What follows belongs to an exercise in optimizing a design on an open flow for small area; a production flow would make more cautious choices. Only simulation tests tie the RTL to the original design; equivalence was not proved. Power figures rest on the tool's default switching activity, not on a simulated workload.

===== design/flow/standard.sh =====
#!/bin/bash
# synth_recipe.tcl (not shown) runs the flow's synth.tcl, then flattens the netlist and writes it again
# the make line also repeats each setting of config.mk as NAME=value (left out here)
make -C /OpenROAD-flow-scripts/flow DESIGN_CONFIG=/design/flow/config.mk WORK_HOME=/design/flow/orfs CLKGATE_MAP_FILE= SYNTH_SCRIPT=/design/flow/synth_recipe.tcl "${@:-finish}"

===== design/flow/flow/run.sh =====
#!/bin/bash
# The standard layout (standard.sh) with three changes:
#  - synthesis maps logic with a stronger ABC area script (flow/own_synth.tcl, flow/abc_area_strong.script)
#  - the clock tree uses clkbuf_4 leaf clusters and no dummy loads
#  - the port buffers are buf_1
# make's full output goes to make_finish.log; ORFS keeps each step's log under orfs/logs
set -euo pipefail
here=$(pwd)
export FLOW_SYNTH_TCL="$here/synth_recipe.tcl"
export OWN_ABC_SCRIPT="$here/flow/abc_area_strong.script"
bash standard.sh finish \
  "SYNTH_SCRIPT=$here/flow/own_synth.tcl" \
  "FLOW_SYNTH_TCL=$FLOW_SYNTH_TCL" \
  "OWN_ABC_SCRIPT=$OWN_ABC_SCRIPT" \
  'CTS_ARGS=-sink_clustering_enable -repair_clock_nets -dont_use_dummy_load -buf_list sky130_fd_sc_hd__clkbuf_4 -sink_clustering_size 10 -sink_clustering_max_diameter 45' \
  'BUFFER_PORTS_ARGS=-buffer_cell sky130_fd_sc_hd__buf_1' > make_finish.log 2>&1

===== design/flow/flow/abc_area_strong.script =====
strash
&get -n
&dch -f
&nf -R 1000 -a
&put
mfs2
strash
&get -n
&dch -f
&nf -R 1000 -a
&put
mfs2
strash
&get -n
&dch -f
&nf -R 1000 -a
&put

===== design/flow/constraint.sdc =====
create_clock -name core_clock -period 20.0 [get_ports {clk}]
set_input_delay 4.0000 -clock core_clock [delete_from_list [all_inputs] [get_ports {clk}]]
set_output_delay 4.0000 -clock core_clock [all_outputs]
set_load 0.01 [all_outputs]

===== design/flow/config.mk =====
export PLATFORM = sky130hd
export DESIGN_NAME = sha256_message_digest_unit
export DESIGN_NICKNAME = sha256_message_digest_unit
export VERILOG_FILES = /design/flow/design.v
export SDC_FILE = /design/flow/constraint.sdc
export NUM_CORES = 4
export LEC_CHECK = 0
export ABC_AREA = 1
export CAP_MARGIN = 20
export CORE_MARGIN = 2
export CORE_UTILIZATION = 60
export SLEW_MARGIN = 20

===== design/flow/design.v =====
package sha_pkg;
    function automatic logic [31:0] round_k(input logic [5:0] r);
        case (r)
            6'd0: round_k = 32'h428a2f98;
            6'd1: round_k = 32'h71374491;
            6'd2: round_k = 32'hb5c0fbcf;
            6'd3: round_k = 32'he9b5dba5;
            6'd4: round_k = 32'h3956c25b;
            6'd5: round_k = 32'h59f111f1;
            6'd6: round_k = 32'h923f82a4;
            6'd7: round_k = 32'hab1c5ed5;
            6'd8: round_k = 32'hd807aa98;
            6'd9: round_k = 32'h12835b01;
            6'd10: round_k = 32'h243185be;
            6'd11: round_k = 32'h550c7dc3;
            6'd12: round_k = 32'h72be5d74;
            6'd13: round_k = 32'h80deb1fe;
            6'd14: round_k = 32'h9bdc06a7;
            6'd15: round_k = 32'hc19bf174;
            6'd16: round_k = 32'he49b69c1;
            6'd17: round_k = 32'hefbe4786;
            6'd18: round_k = 32'h0fc19dc6;
            6'd19: round_k = 32'h240ca1cc;
            6'd20: round_k = 32'h2de92c6f;
            6'd21: round_k = 32'h4a7484aa;
            6'd22: round_k = 32'h5cb0a9dc;
            6'd23: round_k = 32'h76f988da;
            6'd24: round_k = 32'h983e5152;
            6'd25: round_k = 32'ha831c66d;
            6'd26: round_k = 32'hb00327c8;
            6'd27: round_k = 32'hbf597fc7;
            6'd28: round_k = 32'hc6e00bf3;
            6'd29: round_k = 32'hd5a79147;
            6'd30: round_k = 32'h06ca6351;
            6'd31: round_k = 32'h14292967;
            6'd32: round_k = 32'h27b70a85;
            6'd33: round_k = 32'h2e1b2138;
            6'd34: round_k = 32'h4d2c6dfc;
            6'd35: round_k = 32'h53380d13;
            6'd36: round_k = 32'h650a7354;
            6'd37: round_k = 32'h766a0abb;
            6'd38: round_k = 32'h81c2c92e;
            6'd39: round_k = 32'h92722c85;
            6'd40: round_k = 32'ha2bfe8a1;
            6'd41: round_k = 32'ha81a664b;
            6'd42: round_k = 32'hc24b8b70;
            6'd43: round_k = 32'hc76c51a3;
            6'd44: round_k = 32'hd192e819;
            6'd45: round_k = 32'hd6990624;
            6'd46: round_k = 32'hf40e3585;
            6'd47: round_k = 32'h106aa070;
            6'd48: round_k = 32'h19a4c116;
            6'd49: round_k = 32'h1e376c08;
            6'd50: round_k = 32'h2748774c;
            6'd51: round_k = 32'h34b0bcb5;
            6'd52: round_k = 32'h391c0cb3;
            6'd53: round_k = 32'h4ed8aa4a;
            6'd54: round_k = 32'h5b9cca4f;
            6'd55: round_k = 32'h682e6ff3;
            6'd56: round_k = 32'h748f82ee;
            6'd57: round_k = 32'h78a5636f;
            6'd58: round_k = 32'h84c87814;
            6'd59: round_k = 32'h8cc70208;
            6'd60: round_k = 32'h90befffa;
            6'd61: round_k = 32'ha4506ceb;
            6'd62: round_k = 32'hbef9a3f7;
            6'd63: round_k = 32'hc67178f2;
        endcase
    endfunction
    function automatic logic [31:0] init_h(input logic [2:0] i);
        case (i)
            3'd0: init_h = 32'h6a09e667;
            3'd1: init_h = 32'hbb67ae85;
            3'd2: init_h = 32'h3c6ef372;
            3'd3: init_h = 32'ha54ff53a;
            3'd4: init_h = 32'h510e527f;
            3'd5: init_h = 32'h9b05688c;
            3'd6: init_h = 32'h1f83d9ab;
            3'd7: init_h = 32'h5be0cd19;
        endcase
    endfunction
endpackage
module sha256_message_digest_unit (
    input  logic        clk,
    input  logic        rst_n,
    input  logic        in_valid,
    input  logic [7:0]  in_data_byte,
    input  logic        in_has_byte,
    input  logic        in_last,
    output logic        in_ready,
    output logic        out_valid,
    input  logic        out_ready,
    output logic [63:0] digest_bits_255_192,
    output logic [63:0] digest_bits_191_128,
    output logic [63:0] digest_bits_127_64,
    output logic [63:0] digest_bits_63_0
);
    localparam logic [2:0] S_COLLECT = 3'd0;
    localparam logic [2:0] S_PAD     = 3'd1;
    localparam logic [2:0] S_ROUND   = 3'd2;
    localparam logic [2:0] S_FOLD    = 3'd3;
    localparam logic [2:0] S_EMIT    = 3'd4;
    logic [2:0] state;
    logic [8:0] ph;          
    logic [1:0] rr;          
    logic [5:0] bpos;        
    logic       armed;       
    logic       absorbed;    
    logic       closing;     
    logic       second;      
    logic       ipend;       
    logic       irun;        
    logic [511:0] w;
    logic [255:0] v;
    logic [255:0] h;
    logic [63:0]  c;
    logic         ccar;
    logic [6:0]   cv;        
    logic [2:0]   cw;        
    logic [4:0] bi;
    logic [5:0] slot;
    logic [2:0] nb;
    logic [1:0] lane;
    assign bi   = ph[4:0];
    assign slot = ph[8:3];
    assign nb   = ph[2:0];
    assign lane = ph[4:3];
    logic collect, round, fold, emit, cz;
    assign collect = (state == S_COLLECT);
    assign round   = (state == S_ROUND);
    assign fold    = (state == S_FOLD);
    assign emit    = (state == S_EMIT);
    assign cz      = (bi != 5'd0);
    logic byte_cond, byte_go, byte_done, close_req, pad_entry, entry_final, noop_take;
    logic [5:0] pad_slot;
    assign byte_cond   = collect && in_valid && in_has_byte && !absorbed && !second && (slot == bpos);
    assign byte_go     = byte_cond && ((nb == 3'd0) || armed);
    assign byte_done   = byte_go && (nb == 3'd7);
    assign close_req   = in_valid && in_last && (absorbed || !in_has_byte);
    assign pad_slot    = second ? 6'd0 : bpos;
    assign pad_entry   = collect && close_req && (slot == pad_slot) && (nb == 3'd0);
    assign entry_final = second || (bpos < 6'd56);
    assign noop_take   = collect && in_valid && !in_has_byte && !in_last;
    assign in_ready    = noop_take || (byte_done && !in_last) || (pad_entry && entry_final);
    assign out_valid   = emit;
    logic pad_now, ins_en, ins_bit, pad_bit, len_bit, tapc;
    always_comb
    begin
        unique case (lane)
            2'd0: tapc = c[56];
            2'd1: tapc = c[40];
            2'd2: tapc = c[24];
            default: tapc = c[8];
        endcase
        if (slot == 6'd63)
            len_bit = (nb >= 3'd3) ? bpos[3'(nb - 3'd3)] : 1'b0;
        else if (slot == 6'd62 && nb == 3'd0)
            len_bit = bpos[5];
        else
            len_bit = tapc;
        if (!second && slot == bpos)
            pad_bit = (nb == 3'd7);
        else if (entry_final && slot >= 6'd56)
            pad_bit = len_bit;
        else
            pad_bit = 1'b0;
    end
    assign pad_now = (state == S_PAD) || pad_entry;
    assign ins_en  = byte_go || pad_now;
    assign ins_bit = pad_now ? pad_bit : in_data_byte[nb];
    logic s0w, s1w, sw1, sw2, wnew;
    logic [2:0] cwn;
    assign s0w = (bi < 5'd25 ? w[472] : w[504]) ^ (bi < 5'd14 ? w[461] : w[493])
               ^ (bi < 5'd29 && w[476]);
    assign s1w = (bi < 5'd15 ? w[46] : w[78]) ^ (bi < 5'd13 ? w[44] : w[76])
               ^ (bi < 5'd22 && w[53]);
    assign {cwn[0], sw1}  = w[511] + s0w + (cz && cw[0]);
    assign {cwn[1], sw2}  = sw1 + w[223] + (cz && cw[1]);
    assign {cwn[2], wnew} = sw2 + s1w + (cz && cw[2]);
    logic bs0, bs1, ch, mj, kb, x1, x2, x3, t1, t2, anew, enew;
    logic [6:0] cvn;
    logic [31:0] kw;
    assign kw  = sha_pkg::round_k({rr, ph[8:5]});
    assign kb  = kw[bi];
    assign bs0 = (bi < 5'd30 ? v[29] : v[61]) ^ (bi < 5'd19 ? v[18] : v[50])
               ^ (bi < 5'd10 ? v[9] : v[41]);
    assign bs1 = (bi < 5'd26 ? v[153] : v[185]) ^ (bi < 5'd21 ? v[148] : v[180])
               ^ (bi < 5'd7 ? v[134] : v[166]);
    assign ch  = (v[159] & v[191]) ^ (~v[159] & v[223]);
    assign mj  = (v[31] & v[63]) | (v[31] & v[95]) | (v[63] & v[95]);
    assign {cvn[0], x1}   = v[255] + (fold ? h[255] : bs1) + (cz && cv[0]);
    assign {cvn[1], x2}   = x1 + ch + (cz && cv[1]);
    assign {cvn[2], x3}   = x2 + kb + (cz && cv[2]);
    assign {cvn[3], t1}   = x3 + w[511] + (cz && cv[3]);
    assign {cvn[4], t2}   = bs0 + mj + (cz && cv[4]);
    assign {cvn[5], anew} = t1 + t2 + (cz && cv[5]);
    assign {cvn[6], enew} = v[127] + t1 + (cz && cv[6]);
    logic hin, iv;
    logic [31:0] ivw;
    assign ivw = sha_pkg::init_h(~ph[7:5]);
    assign iv  = ivw[bi];
    assign hin = irun ? iv : (fold ? x1 : h[255]);
    logic inc_win, cin;
    assign inc_win = round && (rr == 2'd0) && (ph[8:6] == 3'd0) && !closing;
    assign cin     = inc_win && ((ph[5:0] == 6'd9) || ((ph[5:0] > 6'd9) && ccar));
    always_ff @(posedge clk)
    begin
        w <= {w[510:0], round ? wnew : w[511]};
        if (ins_en && lane == 2'd0) w[488] <= ins_bit;
        if (ins_en && lane == 2'd1) w[504] <= ins_bit;
        if (ins_en && lane == 2'd2) w[8]   <= ins_bit;
        if (ins_en && lane == 2'd3) w[24]  <= ins_bit;
        cw <= cwn;
        v <= {v[254:0], round ? anew : hin};
        if (round) v[128] <= enew;
        cv <= cvn;
        if (!emit)
            h <= {h[254:0], hin};
        c    <= {(irun ? 1'b0 : c[0] ^ cin), c[63:1]};
        ccar <= c[0] && cin;
    end
    always_ff @(posedge clk or negedge rst_n)
    begin
        if (!rst_n)
        begin
            state     <= S_COLLECT;
            ph        <= '0;
            rr        <= '0;
            bpos      <= '0;
            armed     <= 1'b0;
            absorbed  <= 1'b0;
            closing   <= 1'b0;
            second    <= 1'b0;
            ipend     <= 1'b1;
            irun      <= 1'b0;
        end
        else
        begin
            ph    <= ph + 1'b1;
            armed <= byte_go;
            if (ph[7:0] == 8'hff)
            begin
                irun  <= ipend;
                ipend <= 1'b0;
            end
            unique case (state)
                S_COLLECT:
                begin
                    if (byte_done)
                    begin
                        bpos <= bpos + 1'b1;
                        if (in_last)
                            absorbed <= 1'b1;
                        if (bpos == 6'd63)
                            state <= S_ROUND;
                    end
                    else if (pad_entry)
                    begin
                        state     <= S_PAD;
                        closing   <= 1'b1;
                        if (entry_final)
                            absorbed <= 1'b0;
                    end
                end
                S_PAD:
                begin
                    if (ph == 9'd511)
                        state <= S_ROUND;
                end
                S_ROUND:
                begin
                    if (ph == 9'd511)
                    begin
                        rr <= rr + 1'b1;
                        if (rr == 2'd3)
                            state <= S_FOLD;
                    end
                end
                S_FOLD:
                begin
                    if (ph[7:0] == 8'hff)
                    begin
                        if (!closing)
                            state <= S_COLLECT;
                        else if (entry_final)
                            state <= S_EMIT;
                        else
                        begin
                            state  <= S_COLLECT;
                            second <= 1'b1;
                        end
                    end
                end
                S_EMIT:
                begin
                    if (out_ready)
                    begin
                        state     <= S_COLLECT;
                        ipend     <= 1'b1;
                        bpos      <= '0;
                        closing   <= 1'b0;
                        second    <= 1'b0;
                    end
                end
                default: state <= S_COLLECT;
            endcase
        end
    end
    always_comb
    begin
        for (int x = 0; x < 64; x++)
        begin
            digest_bits_255_192[x] = h[63 - x];
            digest_bits_191_128[x] = h[127 - x];
            digest_bits_127_64[x]  = h[191 - x];
            digest_bits_63_0[x]    = h[255 - x];
        end
    end
endmodule

===== design/flow/flow/own_synth.tcl =====
# The standard synthesis (synth_recipe.tcl), with ABC's mapping script replaced by a
# stronger area script; registers are mapped before ABC runs, so they are the standard ones
proc abc {args} {
  set i [lsearch -exact $args -script]
  if { $i >= 0 } {
    set args [lreplace $args [expr { $i + 1 }] [expr { $i + 1 }] $::env(OWN_ABC_SCRIPT)]
  }
  puts "own synthesis: abc $args"
  yosys abc {*}$args
}
source $::env(FLOW_SYNTH_TCL)

==> impl_metrics.sql, run 1 <==
INSERT INTO impl_metrics (metric_group, metric, value, unit) VALUES
('placed_design', 'post-place-cells', '2786', ''),
('yosys', 'synth_edf_count', '256', ''),
('yosys', 'yosys_register_bits', '1125', ''),
('worst_setup_path', 'ff2ff_setup_slack', '13.49', 'ns'),
('clock_network', 'cts_hold_buffers', '0', ''),
('worst_hold_path', 'hold_path.startpoint', 'w[33]$_DFF_P_', ''),
('sta', 'worst_max_slew_margin_expressed_relative_to_the_limit', '20.6', '%'),
('yosys', 'synthTopCellsByCount', '843 x dfxtp_1, 256 x edfxtp_1, 103 x nand2_1', ''),
('sta', 'timing.clock.skew', '0.100', 'ns'),
('worst_setup_path', 'critical-path-slowest-cell', 'nor4_1', ''),
('sta', 'timing.final.ws_setup', '10.27', 'ns'),
('yosys', 'yosysWarnings', '1', ''),
('floorplan', 'initial_core_util', '60.5', '%'),
('drt', 'route.antenna.remaining_nets', '0', ''),
('global_route', 'largest_net_degree_at_the_start_of_global_routing', '205', ''),
('drt', 'avgViaCountPerCell', '5.45', ''),
('clock_network', 'max-clock-path-buffers', '3', ''),
('clock_network', 'number_of_buffers_added_by_the_clock_tree_synthesis_step', '135', ''),
('drt', 'drtPass1Iterations', '6', ''),
('sta', 'post-route-min-period', '9.73', 'ns'),
('yosys', 'synth_top_area_cell', 'dfxtp_1', ''),
('worst_hold_path', 'worst_hold_check_path_type', 'reg -> reg', ''),
('worst_setup_path', 'critPathRequiredTime', '16.00', 'ns'),
('yosys', 'netlist_top_cells_area', 'dfxtp_1 57%, edfxtp_1 26%, dfrtp_1 2.1%, o21ai_0 1.5%, nand2_1 1.3%', ''),
('floorplan', 'ioPinCount', '272', ''),
('yosys', 'ys_types', '57', ''),
('worst_setup_path', 'cpLargestDelayFamily', 'simple AND/OR/NAND/NOR gates', ''),
('yosys', 'synthesis.area', '29500', 'um^2'),
('placed_design', 'hpwl_after_detailed_placement', '43.7', 'mm'),
('yosys', 'postSynthAreaPerCell', '16.1', 'um^2'),
('clock_network', 'cts-root-buf', 'clkbuf_4', ''),
('sta', 'actual_slew_at_the_worst_max_slew_pin', '1.18', 'ns'),
('sta', 'finalSetupViolations', '0', ''),
('drt', 'drt_first_iter_violations', '1333', ''),
('worst_setup_path', 'worstReg2RegEnd', 'v[0]$_DFF_P_', ''),
('clock_network', 'ctsHtreeMaxLevel', '4', ''),
('cells_and_area', 'post_layout_nonfiller_instances', '2925', ''),
('floorplan', 'die_width', '226', 'um'),
('yosys', 'yosysSeqAreaShare', '85.5', '%'),
('global_route', 'grt_use_total', '25.9', '%'),
('status', 'outcome', 'timing/DRC/antenna clean', ''),
('cells_and_area', 'postLayoutCoreUtil', '66.8', '%'),
('power_and_ir_drop', 'powerDensity', '137', 'nW/um^2'),
('sta', 'hold_violations', '0', ''),
('worst_setup_path', 'worst-path-buf-inv', '2', ''),
('clock_network', 'cts_resized', '0', ''),
('drt', 'route.detailed.drc', '0', ''),
('worst_setup_path', 'path_common_cell', 'buf_1', ''),
('drt', 'dr_total_vias', '15900', ''),
('global_route', 'overflow_after_grt', '0', ''),
('clock_network', 'clock_sink_count', '1125', ''),
('yosys', 'syn-instance-count', '1829', ''),
('global_route', 'grt_first_pass_wirelength', '96.7', 'mm'),
('placed_design', 'place.gp.congestion', '0.930', ''),
('worst_setup_path', 'crit_cells', '7', ''),
('sta', 'hold_slack', '0.258', 'ns'),
('yosys', 'synth-async-reset-ratio', '2.31', '%'),
('worst_setup_path', 'crit_fanout', '7', ''),
('yosys', 'synth.area.mux_share', '0.751', '%'),
('placed_design', 'dp_worst_setup_slack', '10.27', 'ns'),
('yosys', 'postSynthNetCount', '1881', ''),
('worst_setup_path', 'r2r_cells', '18', ''),
('global_route', 'antenna_violations_before_repair', '4', ''),
('sta', 'achievable-frequency', '0.103', 'GHz'),
('worst_setup_path', 'critical_path.max_stage_delay', '0.59', 'ns'),
('yosys', 'synth-adder-area-share', '1.87', '%'),
('power_and_ir_drop', 'p_leak', '12.4', 'nW'),
('worst_setup_path', 'worstSetupPathType', 'in -> out', ''),
('cells_and_area', 'post_route_cells_drive_above_1_share', '7.31', '%'),
('worst_setup_path', 'critical_path.reg2reg.startpoint', 'ph[5]$_DFF_PN0_', ''),
('global_route', 'first_global_vias', '16000', '');
[worst reg2reg max path: stages (launching register included)]
cell and delay [ns]:
dfrtp_1 0.35, buf_4 0.29, clkinv_1 0.53, ha_1 0.58, o21ai_0 0.97, nand2_1 0.23, a21oi_1 0.22, o21ai_0 0.12
o21ai_0 0.26, o22ai_1 0.15, a21oi_1 0.28, a41oi_1 0.15, a311oi_1 0.23, nand2_1 0.17, fa_1 0.56, clkinv_1 0.08
fa_1 0.51, fa_1 0.49, mux2_1 0.29
[where the power goes]
part           switching (mW)  internal, mW
Combinational           0.346         0.152
Sequential              0.212          2.82
Clock                   0.613         0.312
Total                    1.17          3.29
[metal layers]
layer	GRT usage (%)	part of all wire, %	vias to the layer above
li1	-	-	7286
met2	38.1	44	707
met4	11.0	3.3	2
met3	7.77	8.3	163
met1	35.9	44	7781
met5	0	0.020	-
[state kept, by name, summed over array words and instances, names as in the netlist]
signal    count
ipend         1
h           256
second        1
v           256
w           512
irun          1
cw            3
state         3
armed         1
closing       1
ph            9
bpos          6
c            64
rr            2
absorbed      1
ccar          1
cv            7
[through the flow]
stage / power [mW] / area, um^2
floorplan: 3.26 / 29500
global placement: 3.56 / 31500
detailed placement: 3.59 / 31500
CTS: 4.52 / 32500
global route: 4.68 / 32500
finish: 4.46 / 32600
[worst min-delay path by stage]
stage / cells after the start / endpoint
after detailed placement: 0 / v[194]$_DFF_P_
final: 0 / w[34]$_DFF_P_
after global routing: 0 / w[34]$_DFF_P_
after global placement: 0 / w[21]$_DFF_P_
after CTS: 0 / w[34]$_DFF_P_
after floorplan: 0 / c[0]$_DFF_P_
[final cells by class]
cell class,instances,area [um^2]
sequential,1125,25200
clock buffer,135,1010
inverter,29,109
multi-input combinational,675,4170
antenna,4,10.0
timing repair buffer,293,1190
fill,3306,16200
tap,664,831
[cells in the final DEF, fill, tap and decap left out, types with 21 or more instances in the layout]
cell,n
clkbuf_4,135
nand2_1,102
nor2_1,92
o21ai_0,88
a21oi_1,75
dfrtp_1,22
nor3_1,23
ha_1,28
a31oi_1,27
dfxtp_1,843
buf_4,21
clkinv_1,29
buf_1,271
edfxtp_1,256
[kinds of logic (layout without fill, tap and decap cells)]
group,Yosys count,after routing
AOI/OAI and AO/OA,314,314
xor gates and xnor gates,17,17
adders and majority gates,38,38
buffers and inverters,29,457
DFF,1125,1125
muxes,20,20
other,0,4
and+or+nand+nor,286,286
==> inputs of run 2 (changes only) <==
==> design/flow/flow/abc_area_strong.script (replaced) <==
strash
&get -n
&deepsyn -T 180
&dch -f
&nf -R 1000 -a
&put
mfs2
strash
&get -n
&dch -f
&nf -R 1000 -a
&put
mfs2
strash
&get -n
&dch -f
&nf -R 1000 -a
&put
==> run 2 against run 1 <==
- area after synthesis decreased by 0.34%
- sequential power fell by 18%
- clock power grew 0.5%
- sequential cell count unchanged
- via count up 0.59%
- critical path type unchanged
- largest power group unchanged
- final cell count shrank 1.3%
- power is 22% lower
- final area is 0.23% lower
- maximum frequency is 2.1% higher
- hold slack improved by 0.027 ns
==> impl_metrics.sql, run 2 <==
INSERT INTO impl_metrics (metric_group, metric, value, unit) VALUES
('status', 'outcome', 'timing/DRC/antenna clean', ''),
('sta', 'finalCritPeriodShare', '47.6', '%'),
('clock_network', 'cts.clk_slew.worst_paths', '0.09', 'ns'),
('cells_and_area', 'area_growth_syn_to_layout', '10.5', '%'),
('worst_setup_path', 'cp-startpoint', 'in_valid', ''),
('clock_network', 'tritoncts', 'built', ''),
('clock_network', 'ctsHtreeMaxLevel', '4', ''),
('worst_hold_path', 'hold_path.startpoint', 'w[495]$_DFF_P_', ''),
('power_and_ir_drop', 'powerDensity', '107', 'nW/um^2'),
('worst_setup_path', 'setup.worst_path.start_class', 'primary input', ''),
('yosys', 'synth_edf_count', '256', ''),
('worst_setup_path', 'ff2ff_setup_slack', '13.47', 'ns'),
('placed_design', 'post-place-cells', '2750', ''),
('global_route', 'grt_first_pass_wirelength', '98.9', 'mm'),
('worst_setup_path', 'critPathRequiredTime', '16.00', 'ns'),
('floorplan', 'die_area', '50700', 'um^2'),
('worst_setup_path', 'worstReg2RegEnd', 'v[0]$_DFF_P_', ''),
('drt', 'route.antenna.remaining_nets', '0', ''),
('clock_network', 'number_of_buffers_added_by_the_clock_tree_synthesis_step', '134', ''),
('yosys', 'synth_top_area_cell', 'dfxtp_1', ''),
('global_route', 'antenna_violations_before_repair', '2', ''),
('power_and_ir_drop', 'max-vdd-ir-drop', '81.1', 'uV'),
('cells_and_area', 'post_route_cells_drive_above_1_share', '7.74', '%'),
('cells_and_area', 'largest_register_ffs', '512', ''),
('global_route', 'largest_net_degree_at_the_start_of_global_routing', '187', ''),
('drt', 'detail_route.wl_per_cell', '23.3', 'um'),
('worst_setup_path', 'crit_path_cell_trace', 'buf_1 -> nand3b_1 -> nor4b_1 -> and2_0 -> nor2_1 -> o21ai_0 -> buf_1', ''),
('floorplan', 'die_height', '225', 'um'),
('worst_setup_path', 'critical_path.max_stage_delay', '0.52', 'ns'),
('drt', 'drtPass1Iterations', '6', ''),
('worst_setup_path', 'worstSetupPathType', 'in -> out', ''),
('clock_network', 'cts_hold_buffers', '0', ''),
('cells_and_area', 'final_design_area_no_fill', '32500', 'um^2'),
('floorplan', 'initial_core_util', '60.4', '%'),
('yosys', 'synthTopCellsByCount', '843 x dfxtp_1, 256 x edfxtp_1, 116 x nand2_1', ''),
('drt', 'avgViaCountPerCell', '5.55', ''),
('drt', 'drt_first_iter_violations', '1359', ''),
('yosys', 'synthesis.area', '29400', 'um^2'),
('sta', 'worst_max_slew_margin_expressed_relative_to_the_limit', '33.4', '%'),
('power_and_ir_drop', 'intPower', '2.78', 'mW'),
('worst_setup_path', 'path_common_cell', 'buf_1', ''),
('clock_network', 'cts_post_setup_buffers_inserted', '0', ''),
('placed_design', 'placed_area', '31500', 'um^2'),
('global_route', 'grt_use_total', '26.7', '%'),
('worst_setup_path', 'crit_fanout', '8', ''),
('worst_setup_path', 'arrival', '5.52', 'ns'),
('yosys', 'yosysSeqAreaShare', '85.8', '%'),
('cells_and_area', 'reg_top3', 'w (512), h (256), v (256)', ''),
('yosys', 'yosysWarnings', '1', ''),
('yosys', 'netlist_top_cells_area', 'dfxtp_1 57%, edfxtp_1 26%, dfrtp_1 2.1%, nand2_1 1.5%, nor2_1 1.3%', ''),
('floorplan', 'ioPinCount', '272', ''),
('cells_and_area', 'finish.net_count', '2316', ''),
('sta', 'unrepaired_setup_endpoints_after_global_routing', 'false', ''),
('yosys', 'postSynthNetCount', '1874', ''),
('worst_setup_path', 'critical-path-slowest-cell', 'nor4b_1', ''),
('placed_design', 'hpwl_after_detailed_placement', '44.5', 'mm'),
('cells_and_area', 'final_cell_mix', '843 x dfxtp_1, 271 x buf_1, 256 x edfxtp_1', ''),
('power_and_ir_drop', 'p_leak', '13.0', 'nW'),
('floorplan', 'die_width', '225', 'um'),
('yosys', 'synth-async-reset-ratio', '2.31', '%'),
('placed_design', 'place.gp.congestion', '0.982', ''),
('clock_network', 'clk_latency', '0.95', 'ns'),
('cells_and_area', 'fillCellCount', '3393', ''),
('sta', 'hold_violations', '0', ''),
('sta', 'post-route-min-period', '9.52', 'ns'),
('drt', 'dr_total_vias', '16000', ''),
('sta', 'achievable-frequency', '0.105', 'GHz'),
('cells_and_area', 'post_layout_nonfiller_instances', '2887', ''),
('yosys', 'postSynthAreaPerCell', '16.1', 'um^2'),
('cells_and_area', 'final_common_cell', 'dfxtp_1', ''),
('placed_design', 'numPortBuffers', '271', ''),
('global_route', 'first_global_vias', '15900', ''),
('power_and_ir_drop', 'power.switching_fraction', '20.2', '%'),
('sta', 'timing.clock.skew', '0.0573', 'ns'),
('worst_setup_path', 'crit_path_end_kind', 'output port', ''),
('clock_network', 'cts_resized', '0', ''),
('yosys', 'ys_types', '56', ''),
('clock_network', 'cts-root-buf', 'clkbuf_4', ''),
('yosys', 'yosys.area.top_type_share', '57.4', '%'),
('yosys', 'yosys_register_bits', '1125', ''),
('global_route', 'overflow_after_grt', '0', ''),
('worst_setup_path', 'r2r_cells', '16', ''),
('worst_hold_path', 'min_path_cells', '0', ''),
('power_and_ir_drop', 'switching_power_of_the_nets', '0.705', 'mW'),
('sta', 'setup_tns', '0', 'ns'),
('floorplan', 'fp-row-count', '81', ''),
('yosys', 'syn-instance-count', '1822', ''),
('flow_run', 'drv.max_cap_violation_count', '0', ''),
('power_and_ir_drop', 'power.clock.fraction', '26.7', '%'),
('clock_network', 'max-clock-path-buffers', '3', ''),
('drt', 'totalWireLength', '67.2', 'mm'),
('yosys', 'synthFlopType', 'dfxtp_1', ''),
('power_and_ir_drop', 'register_share_of_total_power', '70.8', '%'),
('power_and_ir_drop', 'part_of_the_total_power_dissipated_in_combinational_logic', '2.5', '%'),
('sta', 'final_max_slew_viol_count', '0', ''),
('sta', 'finalSetupViolations', '0', ''),
('worst_setup_path', 'critical_path.reg2reg.startpoint', 'ph[6]$_DFF_PN0_', ''),
('sta', 'actual_slew_at_the_worst_max_slew_pin', '0.998', 'ns'),
('drt', 'route.detailed.drc', '0', ''),
('worst_hold_path', 'worst_hold_check_path_type', 'reg -> reg', ''),
('clock_network', 'clock_sink_count', '1125', ''),
('yosys', 'synth.most_common_cell', 'dfxtp_1', ''),
('cells_and_area', 'top_register', 'w', ''),
('worst_setup_path', 'endpoint', 'in_ready', ''),
('floorplan', 'floorplan.core_area', '48600', 'um^2'),
('power_and_ir_drop', 'post-layout-total-power', '3.48', 'mW');
run 2: cell types whose count changed after synthesis, moves of 8 or more:
cell	previous run	this run
nor4_1	2	15
a31oi_1	27	17
nand4_1	3	11
nor2_1	92	100
nand2_1	103	116
o21ai_0	88	67
run 2: cells by family (layout without fill, tap and decap cells):
kind of cell / count (synthesis) / count (layout) / synth area share, %
compound gates: 270 / 270 / 5.81
xor+xnor: 15 / 15 / 0.447
fa+ha+maj: 38 / 38 / 1.87
buf+inv: 24 / 464 / 0.307
flops: 1125 / 1125 / 85.8
mux: 18 / 18 / 0.673
other cells: 0 / 3 / 0
simple gates: 332 / 332 / 5.06
run 2: final cells by class:
type | count | area [um^2] | area share [%]
antenna | 3 | 7.51 | 0.0231
inverter | 24 | 90.1 | 0.277
tap | 622 | 778 | 2.40
sequential | 1125 | 25200 | 77.6
multi-input combinational | 673 | 4090 | 12.6
timing repair buffer | 306 | 1290 | 3.98
clock buffer | 134 | 1010 | 3.10
run 2: how the worst min path moves through the flow:
stage / end / slack [ns]
floorplan: c[0]$_DFF_P_ / 0.31
global placement: w[16]$_DFF_P_ / 0.31
detailed placement: v[24]$_DFF_P_ / 0.31
CTS: w[214]$_DFF_P_ / 0.28
global route: w[496]$_DFF_P_ / 0.26
finish: w[496]$_DFF_P_ / 0.28
run 2: through the flow:
stage	utilization, %	setup WS, ns	hold slack, ns
2_1_floorplan	-	8.87	0.310
3_3_place_gp	64.7	10.54	0.310
3_5_place_dp	64.7	10.47	0.312
4_1_cts	66.7	10.48	0.284
5_1_grt	66.8	10.22	0.262
6_report	66.8	10.48	0.284
run 2: worst max-delay path: cells and delay by family:
family | cells | cell delay, ns
AO/OA/AOI/OAI | 1 | 0.15
buffers and inverters | 2 | 0.23
AND/OR/NAND/NOR | 4 | 1.12
run 2: power groups by stage:
stage	Clock (mW)	Combinational [mW]	Sequential (mW)
2_1_floorplan	0	0.0637	2.50
3_3_place_gp	0	0.0838	2.52
3_5_place_dp	0	0.0866	2.52
4_1_cts	0.973	0.0884	2.47
5_1_grt	1.06	0.0995	2.48
6_report	0.930	0.0862	2.47
run 2: routing by layer:
metal	track usage, %	part of all wire, %	wire (um)
met5	0	0	0
met4	15.3	5.2	3520
met3	8.90	9.3	6260
met2	39.8	44	29700
met1	34.5	41	27700
==> inputs of run 3 (changes only) <==
--- a/design/flow/flow/run.sh
+++ b/design/flow/flow/run.sh
@@ -12,5 +12,5 @@
   "SYNTH_SCRIPT=$here/flow/own_synth.tcl" \
   "FLOW_SYNTH_TCL=$FLOW_SYNTH_TCL" \
   "OWN_ABC_SCRIPT=$OWN_ABC_SCRIPT" \
-  'CTS_ARGS=-sink_clustering_enable -repair_clock_nets -dont_use_dummy_load -buf_list sky130_fd_sc_hd__clkbuf_4 -sink_clustering_size 10 -sink_clustering_max_diameter 45' \
+  'CTS_ARGS=-sink_clustering_enable -repair_clock_nets -dont_use_dummy_load -buf_list sky130_fd_sc_hd__clkbuf_4 -sink_clustering_size 12 -sink_clustering_max_diameter 40' \
   'BUFFER_PORTS_ARGS=-buffer_cell sky130_fd_sc_hd__buf_1' > make_finish.log 2>&1
==> design/flow/flow/abc_area_strong.script (replaced) <==
strash
&get -n
&dch -f
&nf -R 1000 -a
&put
mfs2
strash
&get -n
&dch -f
&nf -R 1000 -a
&put
mfs2
strash
&get -n
&dch -f
&nf -R 1000 -a
&put
==> run 3 against run 2 <==
- largest cell class unchanged
- first-iteration DRC count is 2.2% lower
- sequential share of layout area up 0.22 points
- non-clock buffer count decreased by 13
- critical path type unchanged
- global-route usage down 1.4 points
- still clean
- die area grew 0.34%
- count of clock-buffer cells in the layout decreased by 20
- clock power is 7.6% lower
- area after synthesis increased by 0.34%
==> impl_metrics.sql, run 3 <==
INSERT INTO impl_metrics (metric_group, metric, value, unit) VALUES
('clock_network', 'ctsHtreeMaxLevel', '3', ''),
('yosys', 'synth-async-reset-ratio', '2.31', '%'),
('flow_run', 'drv.max_cap_violation_count', '0', ''),
('status', 'outcome', 'timing/DRC/antenna clean', ''),
('yosys', 'synthFlopType', 'dfxtp_1', ''),
('cells_and_area', 'post_route_cells_drive_above_1_share', '6.44', '%'),
('worst_setup_path', 'cpLargestDelayFamily', 'simple AND/OR/NAND/NOR gates', ''),
('yosys', 'syn-instance-count', '1829', ''),
('yosys', 'yosysWarnings', '1', ''),
('drt', 'dr_total_vias', '15800', ''),
('power_and_ir_drop', 'switching_power_of_the_nets', '1.15', 'mW'),
('sta', 'post-route-min-period', '9.72', 'ns'),
('cells_and_area', 'largest_register_ffs', '512', ''),
('drt', 'totalWireLength', '64.2', 'mm'),
('clock_network', 'cts-root-buf', 'clkbuf_4', ''),
('clock_network', 'number_of_buffers_added_by_the_clock_tree_synthesis_step', '114', ''),
('floorplan', 'die_width', '226', 'um'),
('drt', 'drtPass1Iterations', '5', ''),
('cells_and_area', 'finish.net_count', '2290', ''),
('yosys', 'fraction_of_the_mapped_netlist_area_in_compound_gates', '6.71', '%'),
('floorplan', 'ioPinCount', '272', ''),
('worst_setup_path', 'crit_path_cell_trace', 'buf_1 -> nand2_1 -> nor4_1 -> and2_0 -> nor2_1 -> o22ai_1 -> buf_1', ''),
('yosys', 'postSynthAreaPerCell', '16.1', 'um^2'),
('cells_and_area', 'top_register', 'w', ''),
('yosys', 'synth_xor_xnor_area_share', '0.505', '%'),
('placed_design', 'place.gp.congestion', '0.930', ''),
('power_and_ir_drop', 'intPower', '3.24', 'mW'),
('yosys', 'synth_edf_count', '256', ''),
('global_route', 'grt_use_total', '25.4', '%'),
('yosys', 'synth_top_family_by_area', 'compound AO/OA/AOI/OAI gates', ''),
('cells_and_area', 'reg_top3', 'w (512), h (256), v (256)', ''),
('sta', 'achievable-frequency', '0.103', 'GHz'),
('clock_network', 'cts_hold_buffers', '0', ''),
('floorplan', 'die_area', '50900', 'um^2'),
('yosys', 'synthesis.area', '29500', 'um^2'),
('clock_network', 'clock_sink_count', '1125', ''),
('yosys', 'synthSimpleGateAreaFrac', '4.26', '%'),
('power_and_ir_drop', 'p_leak', '12.3', 'nW'),
('sta', 'timing.clock.skew', '0.0961', 'ns'),
('cells_and_area', 'multiInputGateArea', '4170', 'um^2'),
('worst_setup_path', 'critical-path-slowest-cell', 'nor4_1', ''),
('global_route', 'antenna_violations_before_repair', '4', ''),
('worst_setup_path', 'worst-path-buf-inv', '2', ''),
('cells_and_area', 'final_common_cell', 'dfxtp_1', ''),
('power_and_ir_drop', 'power.switching_fraction', '26.3', '%'),
('sta', 'hold_violations', '0', ''),
('global_route', 'overflow_after_grt', '0', ''),
('yosys', 'synth-adder-area-share', '1.87', '%'),
('sta', 'setup_tns', '0', 'ns'),
('floorplan', 'fp-row-count', '81', ''),
('drt', 'route.detailed.drc', '0', ''),
('worst_setup_path', 'critical_path.max_stage_delay', '0.59', 'ns'),
('sta', 'finalCritPeriodShare', '48.6', '%'),
('drt', 'drt_first_iter_violations', '1329', ''),
('drt', 'detail_route.wl_per_cell', '22.1', 'um'),
('clock_network', 'tritoncts', 'built', ''),
('global_route', 'grt_first_pass_wirelength', '95.5', 'mm'),
('sta', 'actual_slew_at_the_worst_max_slew_pin', '1.13', 'ns'),
('floorplan', 'die_height', '226', 'um'),
('power_and_ir_drop', 'part_of_the_total_power_dissipated_in_combinational_logic', '11.4', '%'),
('clock_network', 'cts_resized', '0', ''),
('yosys', 'synth.most_common_cell', 'dfxtp_1', ''),
('yosys', 'yosys_register_bits', '1125', ''),
('clock_network', 'max-clock-path-buffers', '3', ''),
('worst_setup_path', 'crit_path_end_kind', 'output port', ''),
('yosys', 'netlist_top_cells_area', 'dfxtp_1 57%, edfxtp_1 26%, dfrtp_1 2.1%, o21ai_0 1.5%, nand2_1 1.3%', ''),
('yosys', 'yosys.area.top_type_share', '57.2', '%'),
('sta', 'worst_max_slew_margin_expressed_relative_to_the_limit', '23.6', '%'),
('global_route', 'first_global_vias', '15600', ''),
('sta', 'unrepaired_setup_endpoints_after_global_routing', 'false', ''),
('worst_setup_path', 'setup.worst_path.start_class', 'primary input', ''),
('yosys', 'synthTopCellsByCount', '843 x dfxtp_1, 256 x edfxtp_1, 103 x nand2_1', ''),
('placed_design', 'hpwl_after_detailed_placement', '43.7', 'mm'),
('yosys', 'ys_types', '57', ''),
('worst_setup_path', 'critPathRequiredTime', '16.00', 'ns'),
('cells_and_area', 'final_cell_mix', '843 x dfxtp_1, 271 x buf_1, 256 x edfxtp_1', ''),
('drt', 'avgViaCountPerCell', '5.43', ''),
('placed_design', 'placed_area', '31500', 'um^2'),
('yosys', 'postSynthNetCount', '1881', ''),
('power_and_ir_drop', 'powerDensity', '136', 'nW/um^2'),
('clock_network', 'cts_post_setup_buffers_inserted', '0', ''),
('cells_and_area', 'seqCellArea', '25200', 'um^2'),
('cells_and_area', 'fillCellCount', '3345', ''),
('worst_setup_path', 'worstSetupPathType', 'in -> out', ''),
('floorplan', 'initial_core_util', '60.5', '%'),
('yosys', 'synth_top_area_cell', 'dfxtp_1', ''),
('clock_network', 'cts.clk_slew.worst_paths', '0.12', 'ns'),
('yosys', 'synth.area.mux_share', '0.751', '%'),
('placed_design', 'numPortBuffers', '271', ''),
('global_route', 'largest_net_degree_at_the_start_of_global_routing', '205', ''),
('placed_design', 'post-place-cells', '2786', ''),
('cells_and_area', 'area_growth_syn_to_layout', '9.88', '%'),
('worst_setup_path', 'arrival', '5.72', 'ns'),
('worst_hold_path', 'worst_hold_check_path_type', 'reg -> reg', ''),
('power_and_ir_drop', 'power.clock.fraction', '19.6', '%'),
('cells_and_area', 'post_layout_nonfiller_instances', '2903', ''),
('sta', 'final_max_slew_viol_count', '0', ''),
('sta', 'finalSetupViolations', '0', ''),
('power_and_ir_drop', 'max-vdd-ir-drop', '85.3', 'uV'),
('drt', 'route.antenna.remaining_nets', '0', ''),
('worst_setup_path', 'path_common_cell', 'buf_1', ''),
('cells_and_area', 'final_design_area_no_fill', '32400', 'um^2'),
('worst_setup_path', 'crit_fanout', '7', ''),
('clock_network', 'clk_latency', '0.86', 'ns'),
('floorplan', 'floorplan.core_area', '48700', 'um^2'),
('yosys', 'yosysSeqAreaShare', '85.5', '%'),
('power_and_ir_drop', 'register_share_of_total_power', '69.1', '%');
[run 3: cell families after synthesis]
group	Yosys count
flops	1125
compound gates	314
simple gates	286
fa+ha+maj	38
buf+inv	29
mux	20
xor+xnor	17
[run 3: cell type report]
cell class              count  area share, %
diodes                      3         0.0232
repair buffers            293           3.69
well taps                 664           2.56
flip-flops and latches   1125           77.9
multi-input cells         675           12.9
inverters                  29          0.336
clock buffers             114           2.64
[run 3: through the flow]
stage               setup slack (ns)  power [mW]  hold WS, ns  util, %
floorplan                       8.97        3.26        0.310        -
global placement               10.38        3.56        0.310     64.7
detailed placement             10.27        3.59        0.312     64.7
CTS                            10.29        4.44        0.249     66.4
global route                   10.08        4.60        0.232     66.4
finish                         10.28        4.39        0.257     66.4
[run 3: worst paths after layout]
kind	start	end	slack (ns)	cells past startpoint
worst max-delay path	in_valid	in_ready	10.28	7
worst min-delay path	c[5]$_DFF_P_	c[4]$_DFF_P_	0.26	0
worst max register to register	ph[5]$_DFF_PN0_	v[0]$_DFF_P_	13.57	15
worst min register to register	c[5]$_DFF_P_	c[4]$_DFF_P_	0.26	0
max in group asynchronous	rst_n	rr[0]$_DFFE_PN0P_	16.50	2
min in group asynchronous	rst_n	armed$_DFF_PN0_	3.11	2
[run 3: layer usage]
metal	track usage [%]	part of all wire, %	vias to the layer above
li1	-	-	7229
met5	0	0	-
met3	6.73	8.1	141
met2	37.9	44	705
met4	9.34	3.1	0
met1	36.0	44	7683
[run 3: power groups by stage]
stage	Combinational [mW]	Sequential, mW	Clock (mW)
after CTS	0.507	3.04	0.893
after global placement	0.498	3.06	0
after detailed placement	0.507	3.08	0
after floorplan	0.0982	3.16	0
after global routing	0.547	3.08	0.974
final	0.499	3.03	0.859

-- what the ideal ports hide --
The results above use ideal ports. As a check the final layouts listed here were re-extracted and re-timed, cells and wires unchanged. Step 1: set_driving_cell puts a clkbuf_16 on clk and a buf_2 on each other input, an assumption about the parent block. Step 2 also shifts input and output timing later by t, the mid clock arrival at the registers, as if the neighbouring blocks saw the same clock. a / b / c = ideal / step 1 / step 2; a / b = the first two.
run | t (ns) | setup slack, ns | worst setup path after step 2 | worst slew at a driven data input, ns
run 1 | 0.938 | 10.275 / 10.226 / 10.226 | input to output | 0.08
run 2 | 0.978 | 10.478 / 10.450 / 10.450 | input to output | 0.08
run 3 | 0.860 | 10.283 / 10.234 / 10.234 | input to output | 0.08
After both steps every run listed still meets setup and hold.
